Background: an optimization exercise with open tools, aiming at small area, a short achievable clock period and few clock cycles per item. Do not read the settings as production practice.
RTL that was checked went through simulation tests only; none was proved equivalent to the original.
No functional check of the RTL was part of runs 2 and 3.
No activity file was given, so power comes from the tool's default toggle rates.

==> flow/design.v (outline; a module is shown in full before it is edited, if it fits) <==
// module mvuTop: 1066 lines
module mvuTop (
	input logic clk,
	input logic rst,
	input logic wWe,
	input logic [6:0] wAddr,
	input logic [3:0] wData,
	input logic aWe,
	input logic [1:0] aFold,
	input logic [15:0] aData,
	input logic runReq,
	output logic runAck,
	output logic resReq,
	input logic resAck,
	output logic [63:0] resData
);
  // ...
==> flow/flow/run.sh <==
#!/bin/bash
# The standard ORFS layout (standard.sh), with one change: synthesis maps
# adders through ABC instead of extracting them into the platform's full and
# half adder cells (ADDER_MAP_FILE empty). Everything else, including the
# registers synthesis makes, is the standard flow's.
set -euo pipefail
bash standard.sh ADDER_MAP_FILE= synth > synth.log 2>&1
bash standard.sh ADDER_MAP_FILE= finish > layout.log 2>&1
==> flow/standard.sh <==
#!/bin/bash
# synth_recipe.tcl (not shown) runs the flow's synth.tcl, then flattens the netlist and writes it again
# the make line also repeats each setting of config.mk as NAME=value (left out here)
make -C /OpenROAD-flow-scripts/flow DESIGN_CONFIG=/design/flow/config.mk WORK_HOME=/design/flow/orfs CLKGATE_MAP_FILE= SYNTH_SCRIPT=/design/flow/synth_recipe.tcl "${@:-finish}"
==> flow/config.mk <==
export PLATFORM = sky130hd
export DESIGN_NAME = mvuTop
export DESIGN_NICKNAME = mvuTop
export VERILOG_FILES = /design/flow/design.v
export SDC_FILE = /design/flow/constraint.sdc
export NUM_CORES = 4
export LEC_CHECK = 0
export ABC_AREA = 1
export CAP_MARGIN = 20
export CORE_MARGIN = 2
export CORE_UTILIZATION = 40
export CTS_BUF_LIST = sky130_fd_sc_hd__clkbuf_4 sky130_fd_sc_hd__clkbuf_8
export CTS_CLUSTER_SIZE = 30
export SETUP_SLACK_MARGIN = 4.0
export SLEW_MARGIN = 20
export TNS_END_PERCENT = 100
==> flow/constraint.sdc <==
create_clock -name core_clock -period 6.0 [get_ports {clk}]
set_input_delay 1.2000 -clock core_clock [delete_from_list [all_inputs] [get_ports {clk}]]
set_output_delay 1.2000 -clock core_clock [all_outputs]
set_load 0.01 [all_outputs]
==> run summary, run 1 <==
The flow ran to the end and the layout has no timing, DRC or antenna violations. The path with the worst hold slack has its endpoint at runAck. Leaving out fill and tap cells, the most frequent cell in the layout is sky130_fd_sc_hd__nand2_1. By instance count, the leading cell after synthesis is sky130_fd_sc_hd__nand2_1. The average vias per placed instance is approximately 5.5.

Dividing the final minimum period by the clock period gives a little under half. The total cell area at the placement stage is 0.04522 mm². The via count is slightly below 40,000. The adder-cell share of the synthesized area is 0%. In this run the deepest clock path goes through 3 buffers.

The worst register-to-register path begins at state[0]. The number of synthesized register bits is slightly above 800. The register with the most flip-flops in the final layout is wmem. The number of multi-input combinational cells came out at roughly 3,700. The post-CTS clock slew at the launch and capture registers of the worst setup and hold paths is roughly 60 ps. The top cell type by area accounts for between 40% and 50% of the synthesized area. The number of sequential storage elements came out at around 800. The leakage power total is ~26 nW. At the placement stage, the worst setup path has a slack of 1548 ps. The number of hold buffers added after CTS was 0.

The pin count of the biggest net entering global routing is roughly 130. In this run the core area contains 118 standard-cell rows. Setup repair after global routing could not meet its margin everywhere.

The worst-case reg-to-reg path depth is 20. The post-synthesis share of cell area spent on and, or, nand and nor gates is between 20% and 30%. The number of antenna violations at the first check in global routing is 4. The met3 wirelength from detailed routing is 14,440 µm. The clock tree from TritonCTS is yes.
Testbench counts, summed over its fixed seeds: cycles 3,072, runs 256.
==> run 2: changes to the inputs <==
--- a/flow/design.v
+++ b/flow/design.v
@@ -45,20 +45,26 @@
 		Idle,      
 		Start,     
 		Res0,      
 		Wait0,     
 		Res1,      
 		Done       
 	} state_e;
 	state_e state;
-	logic [3:0] wmem [128];
+	logic [511:0] wmem;     
 	logic [15:0] act [4];
 	logic [3:0] fresh;      
 	logic dirty;            
+	logic wWeQ;             
+	logic [7:0] wRowQ;      
+	logic [15:0] wColQ;     
+	logic wHiQ;             
+	logic [1:0] wFoldQ;     
+	logic [3:0] wDataQ;
 	logic start;            
 	logic passing;          
 	logic pg;
 	logic [1:0] cnt;
 	logic lastMac;          
 	logic lastG;            
 	logic g0Done;           
 	logic g1Done;           
@@ -73,42 +79,51 @@
 	logic [AW-1:0] cAcc [4];
 	logic [AW-1:0] sIn [4];
 	logic [AW-1:0] cIn [4];
 	logic [AW-1:0] sNext [4];
 	logic [AW-1:0] cNext [4];
 	logic [AW-1:0] ySum [4];
 	logic [AW-1:0] res [4];
 	always_ff @(posedge clk) begin
-		if (wWe) wmem[wAddr] <= wData;
+		if (rst) wWeQ <= 1'b0;
+		else wWeQ <= wWe;
+		for (int i = 0; i < 8; i++) wRowQ[i] <= (wAddr[6:4] == 3'(i));
+		for (int i = 0; i < 16; i++) wColQ[i] <= (wAddr[3:0] == 4'(i));
+		wHiQ <= wAddr[6];
+		wFoldQ <= wAddr[3:2];
+		wDataQ <= wData;
+	end
+	always_ff @(posedge clk) begin
+		for (int i = 0; i < 128; i++) begin
+			if (wWeQ && wRowQ[i/16] && wColQ[i%16]) wmem[i*4 +: 4] <= wDataQ;
+		end
 	end
 	always_ff @(posedge clk) begin
 		if (aWe) act[aFold] <= aData;
 	end
-	assign start = (state == Idle) && runReq && !resAck;
+	assign start = (state == Idle) && runReq && !resAck && !wWeQ;
 	assign endRun = (state == Done) && !runReq;
 	always_comb begin
 		if (aWe) begin
-			ldEn = 1'b1;
 			ldG = 1'b0;
 			ldF = aFold;
-		end else if (start) begin
-			ldEn = 1'b1;
-			ldG = !dirty;   
-			ldF = 2'd0;
-		end else begin
-			ldEn = passing;
+		end else if (passing) begin
 			ldG = pg;
 			ldF = cnt;
+		end else begin
+			ldG = !dirty;   
+			ldF = 2'd0;
 		end
 	end
+	assign ldEn = passing || start;
 	always_ff @(posedge clk) begin
 		for (int r = 0; r < 4; r++) begin
 			for (int s = 0; s < 4; s++) begin
-				wsel[r*16 + s*4 +: 4] <= wmem[{ldG, r[1:0], ldF, s[1:0]}];
+				wsel[r*16 + s*4 +: 4] <= wmem[{ldG, r[1:0], ldF, s[1:0], 2'b00} +: 4];
 			end
 		end
 	end
 	always_ff @(posedge clk) begin
 		if (rst) begin
 			fa <= '0;
 		end else if (aWe) begin
 			fa <= aData;
@@ -130,19 +145,20 @@
 			g0Done <= 1'b0;
 			g1Done <= 1'b0;
 			zacc <= 1'b1;
 		end else begin
 			if (aWe) begin
 				fresh[aFold] <= 1'b1;
 				if (fresh[aFold]) dirty <= 1'b1;
 			end
-			if (wWe && !wAddr[6] && fresh[wAddr[3:2]]) dirty <= 1'b1;
-			zacc <= endRun || ((start || passing) && ldF == 2'd0 && !aWe);
-			lastMac <= ldEn && !aWe && ldF == 2'd3;
+			if (wWeQ && !wHiQ && (fresh[wFoldQ] || (aWe && aFold == wFoldQ)))
+				dirty <= 1'b1;
+			zacc <= endRun || (ldEn && ldF == 2'd0);
+			lastMac <= ldEn && ldF == 2'd3;
 			lastG <= ldG;
 			if (start) begin
 				passing <= 1'b1;
 				pg <= ldG;
 				cnt <= 2'd1;
 				g0Done <= !dirty;
 			end else if (passing) begin
 				cnt <= cnt + 2'd1;
--- a/flow/config.mk
+++ b/flow/config.mk
@@ -6,11 +6,11 @@
 export NUM_CORES = 4
 export LEC_CHECK = 0
 export ABC_AREA = 1
 export CAP_MARGIN = 20
 export CORE_MARGIN = 2
 export CORE_UTILIZATION = 40
 export CTS_BUF_LIST = sky130_fd_sc_hd__clkbuf_4 sky130_fd_sc_hd__clkbuf_8
 export CTS_CLUSTER_SIZE = 30
-export SETUP_SLACK_MARGIN = 4.0
+export SETUP_SLACK_MARGIN = 3.5
 export SLEW_MARGIN = 20
 export TNS_END_PERCENT = 100
==> run summary, run 2 <==
The library cells used most frequently in the layout, excluding fill and tap cells, are sky130_fd_sc_hd__nand2_1, sky130_fd_sc_hd__nor2_1, sky130_fd_sc_hd__edfxtp_1. The wire-length estimate of the detail-placed layout is between 70,000 and 80,000 µm. The leakage power total is 21.05 nW (-18%). The wire length on met1 is 51,980 µm. The highest attainable clock frequency came out at between 300 and 400 MHz. The average vias per placed instance is 5.108 (-7.4%). The count of flip-flops with a built-in enable after synthesis came out at 624. TritonCTS built the clock tree. The area growth from synthesis to layout is 14.45%.

Summed over all instances, the cell type with the most area after synthesis is sky130_fd_sc_hd__edfxtp_1. The via count was 34,860 (-11%). Walking the worst path, the cells encountered are buf_6, buf_6. Measured against its own limit, the worst slew margin works out to 24.85%. Of the synthesized area, sequential elements account for a little over half. The number of hold buffers added after cts is 0 (unchanged). The number of buffers on the longest clock path came out at 3 (unchanged). On the final layout, the worst clock skew is 53.49 ps. Adding up every negative setup slack in the final design gives 0 ps. Ranked by flip-flop count, first place goes to wmem. The final-stage net count came out at about 5,300. The count of input and output buffers came out at 100. The ratio of cells with drive above 1 in the final layout is between 10% and 20%. The post-CTS clock slew at the launch and capture registers of the worst setup and hold paths came out at 60 ps (about the same). In this run the standard cell core region covers between 0.1 and 0.15 mm².

Setup repair after global routing could not meet its margin everywhere. The largest registers in the layout are wmem x512, act x64, wsel x64. Synthesis produced roughly 5,200 cells.

The most common cell in the synthesized netlist is sky130_fd_sc_hd__nand2_1. The latest clock arrival within the worst-skew pair is around 830 ps. The signal arrival time at the worst endpoint is 1510 ps. The starting density of the core is just over 40%. The detailed router finished its first iteration with ~2,800 violations.

In this run the count of I/O pins placed on the die edge is 101. The number of distinct library cell variants in the gate-level netlist after synthesis came out at 54. The routed design has 120,000 µm of wire. Leaving out fill and tap cells, the most frequent cell in the layout is sky130_fd_sc_hd__nand2_1. The via count of the first global-routing pass was 32,490.

The area share of the leading cell type in the synthesized netlist is 43.91% (-1.1 points). The filler cell count came out at just over 10,000. The number of flip-flops under the largest register name came out at 512. The run finished with no timing, DRC or antenna violations. The power density over the cells is 403.3 mW/mm².

The number of hold violations in the final report came out at 0. Global routing used 21.52% of the available tracks. In this design, the stage delay of the slowest critical-path cell is 450 ps. Summed over all layers, the global routing overflow is 0.

The per-instance average area after synthesis is approximately 8.3 µm². The ratio of final minimum period to clock period is 45.13% (-1.2 points). The total number of H-tree levels came out at 4.

By count the netlist is led by sky130_fd_sc_hd__nand2_1, sky130_fd_sc_hd__nor2_1, sky130_fd_sc_hd__edfxtp_1, sky130_fd_sc_hd__inv_1, sky130_fd_sc_hd__nand3_1. The fraction of the core area covered by cells at the end of the flow came out at a little under half. The fraction of registers with async set or reset after synthesis is 0%.

Setup violations remaining at the end of the flow were counted as 0. The detailed router used layers up to and including met5. The measured slew at the worst slew-check pin came out at 1126 ps.

Ranked by total cell area, the synthesized netlist is headed by sky130_fd_sc_hd__edfxtp_1, sky130_fd_sc_hd__nand2_1, sky130_fd_sc_hd__dfxtp_1. Clock tree synthesis selected as its root buffer the cell sky130_fd_sc_hd__clkbuf_8. The count of synthesis-stage warnings from yosys came out at 9. The pin count of the biggest net entering global routing came to 95 (-26%).

Summing all non-filler instances in the final layout gives an area of between 0.04 and 0.05 mm². The worst hold-check slack is approximately 470 ps. The classification of the worst-slack hold path is register to register. In the final routed layout, each cell accounts on average for around 18 µm. The total die area is around 0.11 mm².

The TritonCTS buffer count is ~150. The worst supply voltage drop on vdd came out at roughly 0.23 mV. The site row count is 119 (+0.85%).

The critical path required time is 4800 ps. The number of synthesized register bits came out at 851 (+3.9%). After synthesis the cells add up to roughly 0.043 mm². In the synthesized netlist the dominant register cell turns out to be sky130_fd_sc_hd__edfxtp_1. The placer congestion estimate is between 0.8 and 0.9. The critical path launch point type is a register. The number of maximum-capacitance violations came out at 0. By instance count, the cell type seen most on the critical path is sky130_fd_sc_hd__buf_6.

The number of nets with antenna violations after routing came out at 0. The total iterations of the first detailed-routing run came out at 8. In this run, placement finished with an instance count of around 6,500.

Leaving out filler cells and counting taps, the final layout contains roughly 6,800. The met3 wirelength from detailed routing is 9234 µm (-36%). The number of antenna violations at the first check in global routing is 4 (unchanged). The final count of pins violating max slew was 0. The total cell area at the placement stage is 0.04483 mm² (-0.87%).

The number of nets produced by synthesis is about 5,200. The minimum period implied by the final worst setup slack came out at roughly 2700 ps. The critical path is of the register to output pin type. The type of element capturing the critical path is an output pin. In this run the worst path has a maximum fanout of 4. The height of the die came out at roughly 330 µm. The DRC violation count after routing came out at 0. Among all stages on the critical path, the largest delay is contributed by sky130_fd_sc_hd__edfxtp_1. After detailed routing, the met2 layer carries between 50,000 and 60,000 µm of wire. The die span in x is 330.6 µm. Counting every sink on the clock net gives around 850. The first global-routing pass estimated around 180,000 µm of wire.
run 2: cell count changes after synthesis, sizes merged, moves of 2 or more:
cell | previous run | this run
nand4 | 38 | 46
dfxtp | 195 | 227
nand3 | 368 | 364
nor2 | 679 | 813
xnor2 | 38 | 44
o211ai | 66 | 1
nor3 | 19 | 21
inv | 392 | 408
o22ai | 83 | 81
or2 | 83 | 17
nand2 | 1717 | 1696
o21ai | 277 | 349
run 2: through the flow:
stage	setup WS, ps	power, mW
final	3292	19.70
after global routing	3208	21.08
after CTS	3200	19.75
after detailed placement	1914	14.16
after global placement	1962	14.03
after floorplan	2793	12.41
run 2: final cells by class:
cell class                 count  area, µm²  area share (%)
antenna                        3      7.507         0.01537
clock buffer                 205       2559           5.239
clock inverter                62      535.5           1.096
inverter                     408       1612           3.300
multi-input combinational   3724      17040           34.89
sequential                   851      23350           47.81
tap                         1391       1740           3.564
timing repair buffer         178       1979           4.053
timing repair inverter         2      17.52         0.03587
run 2: routing by layer:
| metal | track usage, % | vias to the layer above |
|---|---|---|
| met3 | 4.695 | 248 |
| met4 | 7.948 | 2 |
| met5 | 0 | - |
| met2 | 35.14 | 1122 |
| li1 | - | 17340 |
| met1 | 28.03 | 16150 |
run 2: what timing repair did:
action,CTS,global route
pin swaps,3,2
gates cloned,12,2
setup endpoints to repair,256,181
gates resized for setup,323,95
buffers inserted,10,27
run 2: kinds of logic after synthesis:
kind of cell           Yosys count  synth area share (%)
AND/OR/NAND/NOR               2978                 28.74
flip-flops                     851                 54.56
buffers and inverters          592                 5.873
XOR/XNOR                       150                 3.167
AO/OA/AOI/OAI                  596                 7.664
run 2: critical path: cells and delay by family, from the launching register on:
kind | cells | cell delay (ps)
DFF | 1 | 450
buffers and inverters | 2 | 270
run 2: power by group:
part | internal [mW] | switching (mW)
sequential | 7.19 | 0.582
clock | 3.11 | 2.47
combinational | 2.23 | 4.11
run 2: final timing paths:
path	end	cells past startpoint	startpoint	slack, ps
worst max-delay path	resData[31]	2	res[1][11]	3290
worst min-delay path	runAck	1	runAck	470
worst max register to register	sAcc[3][6]	15	fa[15]	3690
worst min register to register	runAck	1	runAck	470
==> run 3: changes to the inputs <==
--- a/flow/config.mk
+++ b/flow/config.mk
@@ -9,8 +9,6 @@
 export CAP_MARGIN = 20
 export CORE_MARGIN = 2
 export CORE_UTILIZATION = 40
-export CTS_BUF_LIST = sky130_fd_sc_hd__clkbuf_4 sky130_fd_sc_hd__clkbuf_8
-export CTS_CLUSTER_SIZE = 30
 export SETUP_SLACK_MARGIN = 3.5
 export SLEW_MARGIN = 20
 export TNS_END_PERCENT = 100
==> run summary, run 3 <==
The run finished with no timing, DRC or antenna violations. Ranked by flip-flop count, first place goes to wmem. The count of flip-flops with a built-in enable after synthesis is 624 (unchanged).

Setup repair after global routing could not meet its margin everywhere. The placed instance count was 6,503 (unchanged). The number of synthesized register bits is 851 (unchanged). By count the netlist is led by sky130_fd_sc_hd__nand2_1, sky130_fd_sc_hd__nor2_1, sky130_fd_sc_hd__edfxtp_1, sky130_fd_sc_hd__inv_1, sky130_fd_sc_hd__nand3_1. The post-synthesis cell area is 0.04267 mm² (unchanged). The number of nets produced by synthesis came out at 5,202 (unchanged). The final total power came out at 19.81 mW (+0.57%). The number of antenna violations at the first check in global routing is 2 (-2). The number of hold violations in the final report came out at 0 (unchanged). The total die area is 0.1093 mm² (unchanged). The measured slew at the worst slew-check pin is 1070 ps (-55.62 ps). STA classifies the critical path endpoint as an output pin. The ratio of cells with drive above 1 in the final layout came to 9.482% (-1.5 points). The total congestion overflow is 0 (unchanged). Traced cell by cell, the critical path runs through buf_6, buf_6, buf_6.

The number of nets with antenna violations after routing was 0 (unchanged). The fraction of registers with async set or reset after synthesis was 0% (unchanged). The placer congestion estimate is 0.8561 (unchanged). The setup TNS after final layout is 0 ps (unchanged).

The number of hold buffers added after cts came to 0 (unchanged). The site row count came out at 119 (unchanged). The area inside the core boundary is 0.1056 mm² (unchanged).

The worst hold-check slack is 476.1 ps (+2.583 ps). The DRC violation count after routing was 0 (unchanged). The number of flip-flops under the largest register name came out at 512 (unchanged). The signal arrival time at the worst endpoint is 1440 ps (-70 ps). The remaining max-slew budget at the tightest pin is 28.56% (+3.7 points). By instance count, the leading cell after synthesis is sky130_fd_sc_hd__nand2_1. The number of setup violations in the final report came out at 0 (unchanged). The master cell of the clock root buffer is sky130_fd_sc_hd__clkbuf_16. The number of distinct library cell variants in the gate-level netlist after synthesis was 54 (unchanged). The highest attainable clock frequency came out at 378.5 MHz (+2.5%). The wire length per cell is 17.55 µm (-0.20%). The worst setup path is of the register to output pin kind.

The post-CTS clock slew at the launch and capture registers of the worst setup and hold paths is 60 ps (about the same). The commonest non-fill, non-tap cell in the layout is sky130_fd_sc_hd__nand2_1. The TritonCTS buffer count is 90 (-38%). The via count of the first global-routing pass came out at 31,920 (-1.8%). The total iterations of the first detailed-routing run was 5 (-3).

The per-instance average area after synthesis came to 8.259 µm² (unchanged). The number of top-level pins came out at 101 (unchanged). The share of the yosys chip area belonging to registers came out at 54.56% (unchanged).

The latest clock arrival within the worst-skew pair is 680 ps (-150 ps). The maximum clock skew at final layout came out at 36.57 ps (-16.93 ps). The minimum period implied by the final worst setup slack came to 2642 ps (-65.50 ps). The ratio of final minimum period to clock period came out at 44.04% (-1.1 points). The power density over the cells is 404.0 mW/mm² (+0.17%). The via count is 34,420 (-1.2%).

The largest fanout of any net on the critical path is 4 (unchanged). The die span in x came out at 330.6 µm (unchanged). The average vias per placed instance is 5.107 (about the same). The number of buffers on the longest clock path came to 3 (unchanged). The height of the die came out at 330.6 µm (unchanged). The non-filler instance count after layout came out at 6,740 (-1.2%).

The total number of H-tree levels is 3 (-1). The half-perimeter wire length after placement is 72,920 µm (unchanged). The count of mapped cells out of synthesis is 5,167 (unchanged). The count of synthesis-stage warnings from yosys is 9 (unchanged). The number of clock sinks is 851 (unchanged). The count of input and output buffers is 100 (unchanged). The starting density of the core was 40.42% (unchanged).

The dominant cell type by count on the critical path is sky130_fd_sc_hd__buf_6. The worst supply voltage drop on vdd came out at 0.2658 mV (+15%). The global-route usage over all layers is 20.97% (-0.55 points). The final count of pins violating max slew came out at 0 (unchanged). The pin count of the biggest net entering global routing came out at 131 (+38%).

The library cells used most frequently in the layout, excluding fill and tap cells, are sky130_fd_sc_hd__nand2_1, sky130_fd_sc_hd__nor2_1, sky130_fd_sc_hd__edfxtp_1. The commonest register cell after synthesis is sky130_fd_sc_hd__edfxtp_1. The peak per-stage delay on the critical path is 410 ps (-40 ps). The largest registers in the layout are wmem x512, act x64, wsel x64. The kind of cell with the highest combined delay along the critical path is flip-flops.

The final-stage net count is 5,304 (-0.77%). Ranked by total cell area, the synthesized netlist is headed by sky130_fd_sc_hd__edfxtp_1, sky130_fd_sc_hd__nand2_1, sky130_fd_sc_hd__dfxtp_1. The slowest stage of the critical path is the sky130_fd_sc_hd__edfxtp_1 cell. The leakage power total is 21.05 nW (about the same). The global-route wire length before repair is 178,800 µm (-1.3%). STA classifies the critical path startpoint as a register. The area share of the leading cell type in the synthesized netlist is 43.91% (unchanged). The clock tree from TritonCTS is yes. The growth of design area from synthesis to finish came out at 14.91%. The classification of the worst-slack hold path is register to register. The buffering stage count on the worst path with inverters included was 3 (+1). The largest area contributor in the netlist is sky130_fd_sc_hd__edfxtp_1. The number of design-rule violations left by the first detailed-router iteration came to 2,842 (+1.1%). The number of maximum-capacitance violations came out at 0 (unchanged). The critical path required time is 4800 ps (about the same). The total detailed-routing wirelength came out at 118,300 µm (-1.4%).
-- run 3: changes by cell type in the layout (fill, tap and decap cells not counted), sizes merged, moves of 3 or more --
cell           previous run  this run
clkdlybuf4s15             0         8
clkinvlp                 12         8
clkbuf                  210       133
buf                     136       130
bufinv                    9         6
-- run 3: worst paths after layout --
| kind | from | endpoint | slack (ps) | cells after the start |
|---|---|---|---|---|
| min | runAck | runAck | 480 | 1 |
| max | res[3][11] | resData[60] | 3360 | 3 |
| max reg2reg | fa[15] | cAcc[3][5] | 3630 | 17 |
| min reg2reg | runAck | runAck | 480 | 1 |
-- run 3: cell type report --
class | instances | area [µm²]
fillers | 9982 | 56530
flip-flops and latches | 851 | 23350
multi-input cells | 3724 | 17090
clock buffers | 118 | 2491
repair buffers | 191 | 2231
well taps | 1391 | 1740
inverters | 408 | 1610
clock inverters | 52 | 494.2
repair inverters | 3 | 26.28
diodes | 2 | 5.005
-- run 3: metal layers --
metal / GRT usage, % / vias up / part of all wire [%]
met3: 2.833 / 179 / 6.2
met1: 28.44 / 16020 / 45
met5: 0 / - / 0.0085
met4: 5.853 / 2 / 2.7
li1: - / 17240 / -
met2: 35.13 / 986 / 46
-- run 3: cell families (layout without fill, tap and decap cells) --
group / after synthesis / count (layout) / share of synthesized area, %
XOR/XNOR: 150 / 150 / 3.167
AO/OA/AOI/OAI: 596 / 596 / 7.664
buffers and inverters: 592 / 772 / 5.873
flip-flops: 851 / 851 / 54.56
other: 0 / 2 / 0
AND/OR/NAND/NOR: 2978 / 2978 / 28.74
-- run 3: repair_timing --
| item | 4_1_cts | 5_1_grt |
|---|---|---|
| buffers inserted | 18 | 31 |
| hold endpoints to repair | 0 | 0 |
| gates resized for setup | 293 | 136 |
| endpoints found under the setup margin | 299 | 199 |
| pin swaps | 2 | 4 |
| cloned | 12 | 4 |
-- run 3: worst reg2reg max path, cell delays in order, from the launching register on --
cell and delay, ps:
sky130_fd_sc_hd__dfxtp_1 390, sky130_fd_sc_hd__buf_12 160, sky130_fd_sc_hd__clkinvlp_4 180, sky130_fd_sc_hd__buf_12 180, sky130_fd_sc_hd__o21ai_0 210, sky130_fd_sc_hd__nand2_1 100
sky130_fd_sc_hd__xor2_1 210, sky130_fd_sc_hd__nand3_1 180, sky130_fd_sc_hd__nand2_1 100, sky130_fd_sc_hd__nand2_1 60, sky130_fd_sc_hd__nand2_1 60, sky130_fd_sc_hd__nand2_1 60
sky130_fd_sc_hd__nand2_1 80, sky130_fd_sc_hd__nand2_1 50, sky130_fd_sc_hd__nand2_1 90, sky130_fd_sc_hd__nand2_1 60, sky130_fd_sc_hd__nand2_1 50, sky130_fd_sc_hd__nand2_1 50
-- run 3: power breakdown --
group / total, mW / switching, mW / leakage [nW] / internal (mW)
Combinational: 6.44 / 4.12 / 12.1 / 2.32
Sequential: 7.78 / 0.590 / 7.53 / 7.19
Clock: 5.59 / 2.42 / 1.45 / 3.17
-- run 3: metrics by stage --
step                      setup WS, ps  utilization [%]  instance area, µm²
after global routing              3309            46.45               49030
after CTS                         3300            45.76               48300
after detailed placement          1914            42.46               44830
final                             3358            46.45               49040
after floorplan                   2793                -               42820
after global placement            1962            42.46               44830

[static timing again, ports no longer ideal]
How much do the figures lean on ideal ports? The routed layouts below were timed once more, with nothing changed but the port constraints. Step 1, drivers: a clkbuf_16 drives clk and a buf_2 each remaining input, both assumed. Step 2 times the ports against the registers' clock, not the clock port: input delays grow and output delays shrink by t, the midpoint of the rising clock arrivals with the driver on. Slacks: no drivers / after step 1 / after step 2; pairs: no drivers / after step 1.
run	t, ns	setup WS [ns]	worst setup path after step 2
run 1	0.918	3.222 / 3.153 / 2.410	input to register
run 2	0.865	3.292 / 3.231 / 2.790	input to register
run 3	0.736	3.358 / 3.286 / 2.970	input to register
After both steps every run listed still meets setup and hold. The setup slack of run 1, which loses most, moves by -0.069 ns with the drivers and by -0.812 ns with both steps.
